This design comes from an exercise in tuning for small area and a short achievable clock period on the open sky130 flow, not from production work. The RTL was checked by simulation tests, not by an equivalence proof against the original design.

==> inputs of build 50 <==
// maf_rr_scheduler
module maf_rr_scheduler (
  input  logic        clk,
  input  logic        rst,
  input  logic [3:0]  in_valid,
  input  logic [39:0] in_data,
  output logic [3:0]  in_ready,
  input  logic [3:0]  clr,
  output logic        out_valid,
  input  logic        out_ready,
  output logic [9:0]  out_data,
  output logic [1:0]  out_ch,
  output logic        out_primed
);
  logic [3:0][14:0][9:0] hist_q;
  logic [3:0][13:0]      rs_q;
  logic [3:0][3:0]       fill_q;
  logic [1:0]            last_q;
  logic        out_valid_q;
  logic [9:0]  out_data_q;
  logic [1:0]  out_ch_q;
  logic        out_primed_q;
  logic [3:0] elig, gnt;
  logic [1:0] grant;
  logic       found, accept;
  assign elig  = in_valid & ~clr;
  assign found = |elig;
  always_comb begin
    gnt = 4'b0000;
    case (last_q)
      2'd0: gnt = elig[1] ? 4'b0010 : elig[2] ? 4'b0100 : elig[3] ? 4'b1000 : elig[0] ? 4'b0001 : 4'b0000;
      2'd1: gnt = elig[2] ? 4'b0100 : elig[3] ? 4'b1000 : elig[0] ? 4'b0001 : elig[1] ? 4'b0010 : 4'b0000;
      2'd2: gnt = elig[3] ? 4'b1000 : elig[0] ? 4'b0001 : elig[1] ? 4'b0010 : elig[2] ? 4'b0100 : 4'b0000;
      default: gnt = elig[0] ? 4'b0001 : elig[1] ? 4'b0010 : elig[2] ? 4'b0100 : elig[3] ? 4'b1000 : 4'b0000;
    endcase
  end
  assign grant    = {gnt[3] | gnt[2], gnt[3] | gnt[1]};
  assign accept   = found && (!out_valid_q || out_ready) && !rst;
  assign in_ready = accept ? gnt : 4'b0000;
  logic signed [9:0]  din;
  logic signed [13:0] rs_g, x, rs_new;
  logic signed [9:0]  nxt_old;
  logic               primed;
  logic signed [9:0]  quot;
  always_comb begin
    din     = '0;
    rs_g    = '0;
    nxt_old = '0;
    primed  = 1'b0;
    for (int i = 0; i < 4; i++) begin
      if (gnt[i]) begin
        din     = in_data[10*i +: 10];
        rs_g    = rs_q[i];
        nxt_old = hist_q[i][13];
  ...
==> module maf_rr_scheduler, before the edit <==
module maf_rr_scheduler (
  input  logic        clk,
  input  logic        rst,
  input  logic [3:0]  in_valid,
  input  logic [39:0] in_data,
  output logic [3:0]  in_ready,
  input  logic [3:0]  clr,
  output logic        out_valid,
  input  logic        out_ready,
  output logic [9:0]  out_data,
  output logic [1:0]  out_ch,
  output logic        out_primed
);
  logic [3:0][14:0][9:0] hist_q;
  logic [3:0][13:0]      rs_q;
  logic [3:0][3:0]       fill_q;
  logic [1:0]            last_q;
  logic        out_valid_q;
  logic [9:0]  out_data_q;
  logic [1:0]  out_ch_q;
  logic        out_primed_q;
  logic [3:0] elig, gnt;
  logic [1:0] grant;
  logic       found, accept;
  assign elig  = in_valid & ~clr;
  assign found = |elig;
  always_comb begin
    gnt = 4'b0000;
    case (last_q)
      2'd0: gnt = elig[1] ? 4'b0010 : elig[2] ? 4'b0100 : elig[3] ? 4'b1000 : elig[0] ? 4'b0001 : 4'b0000;
      2'd1: gnt = elig[2] ? 4'b0100 : elig[3] ? 4'b1000 : elig[0] ? 4'b0001 : elig[1] ? 4'b0010 : 4'b0000;
      2'd2: gnt = elig[3] ? 4'b1000 : elig[0] ? 4'b0001 : elig[1] ? 4'b0010 : elig[2] ? 4'b0100 : 4'b0000;
      default: gnt = elig[0] ? 4'b0001 : elig[1] ? 4'b0010 : elig[2] ? 4'b0100 : elig[3] ? 4'b1000 : 4'b0000;
    endcase
  end
  assign grant    = {gnt[3] | gnt[2], gnt[3] | gnt[1]};
  assign accept   = found && (!out_valid_q || out_ready) && !rst;
  assign in_ready = accept ? gnt : 4'b0000;
  logic signed [9:0]  din;
  logic signed [13:0] rs_g, x, rs_new;
  logic signed [9:0]  nxt_old;
  logic               primed;
  logic signed [9:0]  quot;
  always_comb begin
    din     = '0;
    rs_g    = '0;
    nxt_old = '0;
    primed  = 1'b0;
    for (int i = 0; i < 4; i++) begin
      if (gnt[i]) begin
        din     = in_data[10*i +: 10];
        rs_g    = rs_q[i];
        nxt_old = hist_q[i][13];
        primed  = fill_q[i][3] & fill_q[i][2] & fill_q[i][1];
      end
    end
  end
  assign x      = rs_g + {{4{din[9]}}, din};
  assign rs_new = x - (primed ? {{4{nxt_old[9]}}, nxt_old} : 14'sd0);
  assign quot   = 10'(x / 14'sd15);
  always_ff @(posedge clk) begin
    for (int i = 0; i < 4; i++)
      if (accept && gnt[i])
        hist_q[i] <= {hist_q[i][13:0], din};
  end
  always_ff @(posedge clk or posedge rst) begin
    if (rst) begin
      rs_q         <= '0;
      fill_q       <= '0;
      last_q       <= 2'd3;
      out_valid_q  <= 1'b0;
      out_data_q   <= '0;
      out_ch_q     <= '0;
      out_primed_q <= 1'b0;
    end else begin
      for (int i = 0; i < 4; i++) begin
        if (clr[i]) begin
          rs_q[i]   <= '0;
          fill_q[i] <= '0;
        end else if (accept && gnt[i]) begin
          rs_q[i]   <= rs_new;
          if (fill_q[i] != 4'd15) fill_q[i] <= fill_q[i] + 4'd1;
        end
      end
      if (accept) begin
        last_q       <= grant;
        out_valid_q  <= 1'b1;
        out_data_q   <= quot;
        out_ch_q     <= grant;
        out_primed_q <= primed;
      end else if (out_ready) begin
        out_valid_q  <= 1'b0;
      end
    end
  end
  assign out_valid  = out_valid_q;
  assign out_data   = out_data_q;
  assign out_ch     = out_ch_q;
  assign out_primed = out_primed_q;
endmodule
==> flow/config.mk <==
export PLATFORM = sky130hd
export DESIGN_NAME = maf_rr_scheduler
export DESIGN_NICKNAME = maf_rr_scheduler
export VERILOG_FILES = /design/flow/design.v
export SDC_FILE = /design/flow/constraint.sdc
export NUM_CORES = 4
export LEC_CHECK = 0
export CAP_MARGIN = 20
export CORE_MARGIN = 2
export CORE_UTILIZATION = 40
export SLEW_MARGIN = 20
==> flow/constraint.sdc <==
create_clock -name core_clock -period 17.0 [get_ports {clk}]
set_input_delay 3.4000 -clock core_clock [delete_from_list [all_inputs] [get_ports {clk}]]
set_output_delay 3.4000 -clock core_clock [all_outputs]
set_load 0.01 [all_outputs]
run.sh (not shown) runs the stock make flow with config.mk's settings and CLKGATE_MAP_FILE= SYNTH_SCRIPT=/design/flow/synth_recipe.tcl, a recipe that flattens the netlist after the stock synthesis.
==> trial 58 (differences from build 50) <==
==> flow/design.v (replaced) <==
module maf_rr_scheduler (
  input  logic        clk,
  input  logic        rst,
  input  logic [3:0]  in_valid,
  input  logic [39:0] in_data,
  output logic [3:0]  in_ready,
  input  logic [3:0]  clr,
  output logic        out_valid,
  input  logic        out_ready,
  output logic [9:0]  out_data,
  output logic [1:0]  out_ch,
  output logic        out_primed
);
  localparam logic [9:0] Q0 = 10'd477;
  localparam logic [3:0] R0 = 4'd13;
  function automatic logic [19:0] cadd10(input logic [9:0] a, input logic [9:0] b);
    logic [9:0] g, p, gg, pp, gn, pn, s0, s1;
    g  = a & b;
    p  = a ^ b;
    gg = g;
    pp = p;
    for (int d = 1; d < 10; d = d * 2) begin
      for (int i = 0; i < 10; i++) begin
        if (i >= d) begin
          gn[i] = gg[i] | (pp[i] & gg[i-d]);
          pn[i] = pp[i] & pp[i-d];
        end else begin
          gn[i] = gg[i];
          pn[i] = pp[i];
        end
      end
      gg = gn;
      pp = pn;
    end
    s0[0] = p[0];
    s1[0] = ~p[0];
    for (int i = 1; i < 10; i++) begin
      s0[i] = p[i] ^ gg[i-1];
      s1[i] = p[i] ^ (gg[i-1] | pp[i-1]);
    end
    cadd10 = {s1, s0};
  endfunction
  function automatic logic [15:0] incdec8(input logic [7:0] x);
    logic [7:0] ci, bi;
    ci[0] = 1'b1;
    bi[0] = 1'b1;
    for (int i = 1; i < 8; i++) begin
      ci[i] = ci[i-1] & x[i-1];
      bi[i] = bi[i-1] & ~x[i-1];
    end
    incdec8 = {x ^ bi, x ^ ci};
  endfunction
  function automatic logic [19:0] csa10(input logic [9:0] a, input logic [9:0] b,
                                        input logic [9:0] c);
    logic [9:0] s, k;
    s = a ^ b ^ c;
    k = (a & b) | (a & c) | (b & c);
    csa10 = {k[8:0], 1'b0, s};
  endfunction
  logic [3:0][13:0][9:0] hist_q;
  logic [3:0][9:0]       q_q;
  logic [3:0][3:0]       r_q;
  logic [3:0][3:0]       fill_q;
  logic [1:0]            last_q;
  logic        out_valid_q;
  logic [9:0]  out_data_q;
  logic [1:0]  out_ch_q;
  logic        out_primed_q;
  logic [3:0] elig, gnt;
  logic [1:0] grant;
  logic       found, accept;
  assign elig  = in_valid & ~clr;
  assign found = |elig;
  always_comb begin
    case (last_q)
      2'd0:    gnt = elig[1] ? 4'b0010 : elig[2] ? 4'b0100 : elig[3] ? 4'b1000 : elig[0] ? 4'b0001 : 4'b0000;
      2'd1:    gnt = elig[2] ? 4'b0100 : elig[3] ? 4'b1000 : elig[0] ? 4'b0001 : elig[1] ? 4'b0010 : 4'b0000;
      2'd2:    gnt = elig[3] ? 4'b1000 : elig[0] ? 4'b0001 : elig[1] ? 4'b0010 : elig[2] ? 4'b0100 : 4'b0000;
      default: gnt = elig[0] ? 4'b0001 : elig[1] ? 4'b0010 : elig[2] ? 4'b0100 : elig[3] ? 4'b1000 : 4'b0000;
    endcase
  end
  assign grant    = {gnt[3] | gnt[2], gnt[3] | gnt[1]};
  assign accept   = found && (!out_valid_q || out_ready) && !rst;
  assign in_ready = accept ? gnt : 4'b0000;
  logic [3:0][9:0] samp, oldc;
  logic [3:0]      prim;
  logic [9:0]  din, oldu, q_g;
  logic [3:0]  r_g;
  logic        primed;
  always_comb begin
    for (int i = 0; i < 4; i++) begin
      samp[i] = in_data[10*i +: 10] ^ 10'h200;
      prim[i] = fill_q[i][3] & fill_q[i][2] & fill_q[i][1];
      oldc[i] = prim[i] ? hist_q[i][13] : 10'd512;
    end
    din    = '0;
    q_g    = '0;
    r_g    = '0;
    oldu   = '0;
    primed = 1'b0;
    for (int i = 0; i < 4; i++) begin
      din    = din    | (gnt[i] ? samp[i] : 10'd0);
      q_g    = q_g    | (gnt[i] ? q_q[i]  : 10'd0);
      r_g    = r_g    | (gnt[i] ? r_q[i]  : 4'd0);
      oldu   = oldu   | (gnt[i] ? oldc[i] : 10'd0);
      primed = primed | (gnt[i] & prim[i]);
    end
  end
  logic [5:0] t, po;
  logic [1:0] ft;
  logic       nz;
  logic signed [6:0] w;
  logic signed [2:0] fw;
  logic [3:0] mw;
  assign t  = r_g + din[3:0] + din[7:4] + din[9:8];
  assign po = oldu[3:0] + oldu[7:4] + oldu[9:8];
  assign w  = {1'b0, t} - {1'b0, po};
  always_comb begin
    ft = (t >= 6'd45) ? 2'd3 : (t >= 6'd30) ? 2'd2 : (t >= 6'd15) ? 2'd1 : 2'd0;
    nz = !(t == 6'd0 || t == 6'd15 || t == 6'd30 || t == 6'd45);
    if      (w >= 7'sd45)  begin fw =  3'sd3; mw = 4'(w - 7'sd45); end
    else if (w >= 7'sd30)  begin fw =  3'sd2; mw = 4'(w - 7'sd30); end
    else if (w >= 7'sd15)  begin fw =  3'sd1; mw = 4'(w - 7'sd15); end
    else if (w >= 7'sd0)   begin fw =  3'sd0; mw = 4'(w); end
    else if (w >= -7'sd15) begin fw = -3'sd1; mw = 4'(w + 7'sd15); end
    else if (w >= -7'sd30) begin fw = -3'sd2; mw = 4'(w + 7'sd30); end
    else                   begin fw = -3'sd3; mw = 4'(w + 7'sd45); end
  end
  logic [19:0] csa_a, add_a, add_n2, csa_n1, csa_n2;
  logic [9:0]  a, a1, y0, y1, quot;
  assign csa_a = csa10(q_g, {4'b0, din[9:4]}, {8'b0, din[9:8]});
  assign add_a = cadd10(csa_a[9:0], csa_a[19:10]);
  assign a     = add_a[9:0];
  logic [2:0] lo0, lo1;
  logic [7:0] hi, hi1;
  logic [15:0] id_a;
  assign hi   = a[9:2];
  assign id_a = incdec8(hi);
  assign hi1  = id_a[7:0];
  assign lo0  = {1'b0, a[1:0]} + {1'b0, ft};
  assign lo1  = {1'b0, a[1:0]} + {1'b0, ft} + 3'd1;
  assign y0   = {lo0[2] ? hi1 : hi, lo0[1:0]};
  assign y1   = {lo1[2] ? hi1 : hi, lo1[1:0]};
  assign quot = ((!y0[9] && nz) ? y1 : y0) ^ 10'h200;
  logic [19:0] csa_n3;
  logic [9:0]  sn;
  logic [6:0]  shi;
  logic [15:0] id_n;
  logic signed [4:0] lsum;
  logic [9:0]  q_new;
  assign csa_n1 = csa10(q_g, {4'b0, din[9:4]}, {8'b0, din[9:8]});
  assign csa_n2 = csa10(csa_n1[9:0], csa_n1[19:10], ~{4'b0, oldu[9:4]});
  assign csa_n3 = csa10(csa_n2[9:0], csa_n2[19:10], ~{8'b0, oldu[9:8]});
  assign add_n2 = cadd10(csa_n3[9:0], csa_n3[19:10]);
  assign sn   = add_n2[9:0];
  assign shi  = sn[9:3];
  assign id_n = incdec8({1'b0, shi});
  assign lsum = {2'b0, sn[2:0]} + {{2{fw[2]}}, fw} + 5'd2;
  always_comb begin
    if (lsum < 0)       q_new = {id_n[14:8], lsum[2:0]};
    else if (lsum >= 8) q_new = {id_n[6:0],  lsum[2:0]};
    else                q_new = {shi,        lsum[2:0]};
  end
  always_ff @(posedge clk) begin
    for (int i = 0; i < 4; i++)
      if (accept && gnt[i])
        hist_q[i] <= {hist_q[i][12:0], samp[i]};
  end
  always_ff @(posedge clk or posedge rst) begin
    if (rst) begin
      for (int i = 0; i < 4; i++) begin
        q_q[i] <= Q0;
        r_q[i] <= R0;
      end
      fill_q       <= '0;
      last_q       <= 2'd3;
      out_valid_q  <= 1'b0;
      out_data_q   <= '0;
      out_ch_q     <= '0;
      out_primed_q <= 1'b0;
    end else begin
      for (int i = 0; i < 4; i++) begin
        if (clr[i]) begin
          q_q[i]    <= Q0;
          r_q[i]    <= R0;
          fill_q[i] <= '0;
        end else if (accept && gnt[i]) begin
          q_q[i]    <= q_new;
          r_q[i]    <= mw;
          if (fill_q[i] != 4'd15) fill_q[i] <= fill_q[i] + 4'd1;
        end
      end
      if (accept) begin
        last_q       <= grant;
        out_valid_q  <= 1'b1;
        out_data_q   <= quot;
        out_ch_q     <= grant;
        out_primed_q <= primed;
      end else if (out_ready) begin
        out_valid_q  <= 1'b0;
      end
    end
  end
  assign out_valid  = out_valid_q;
  assign out_data   = out_data_q;
  assign out_ch     = out_ch_q;
  assign out_primed = out_primed_q;
endmodule
CTS_BUF_LIST = sky130_fd_sc_hd__clkbuf_4 sky130_fd_sc_hd__clkbuf_8   (was not set)
CTS_CLUSTER_SIZE = 40   (was not set)
SETUP_SLACK_MARGIN = 5   (was not set)
==> summary of the runs <==
Of trial 58 and build 50, build 50 has the higher critical path depth (gap 7). Between build 50 and trial 58, the lower synthesized area is in trial 58 (gap 1.1%, measured against trial 58). Between trial 58 and build 50, the lower wire length is in trial 58 (gap about 2%, measured against build 50). Of build 50 and trial 58, build 50 has the higher first-iteration DRC count (gap about 50%, measured against trial 58). Between build 50 and trial 58, the lower clock skew is in build 50 (gap 0.0010 ns).

## separate check: timing with driven ports
The flow's constraints put no driver on any port. The routed layouts listed below were extracted and timed again, unchanged, in two steps. Step 1 sets driving cells, clkbuf_16 on the clock port and buf_2 on the other inputs (assumed; they add their load-dependent delay and slew). Step 2 also shifts input and output timing later by t, the mid clock arrival at the registers, as if the neighbouring blocks saw the same clock. a / b / c = no drivers / after step 1 / after step 2; a / b = the first two.
run | t, ns | setup slack, ns | cell pins on the clock port's net
build 50 | 0.639 | 1.941 / 1.971 / 1.332 | 1
trial 58 | 0.718 | 5.315 / 5.335 / 4.618 | 1
After both steps setup and hold are still met in every run listed. The setup slack of trial 58, which loses most, moves by +0.020 ns with the drivers and by -0.697 ns with both steps.
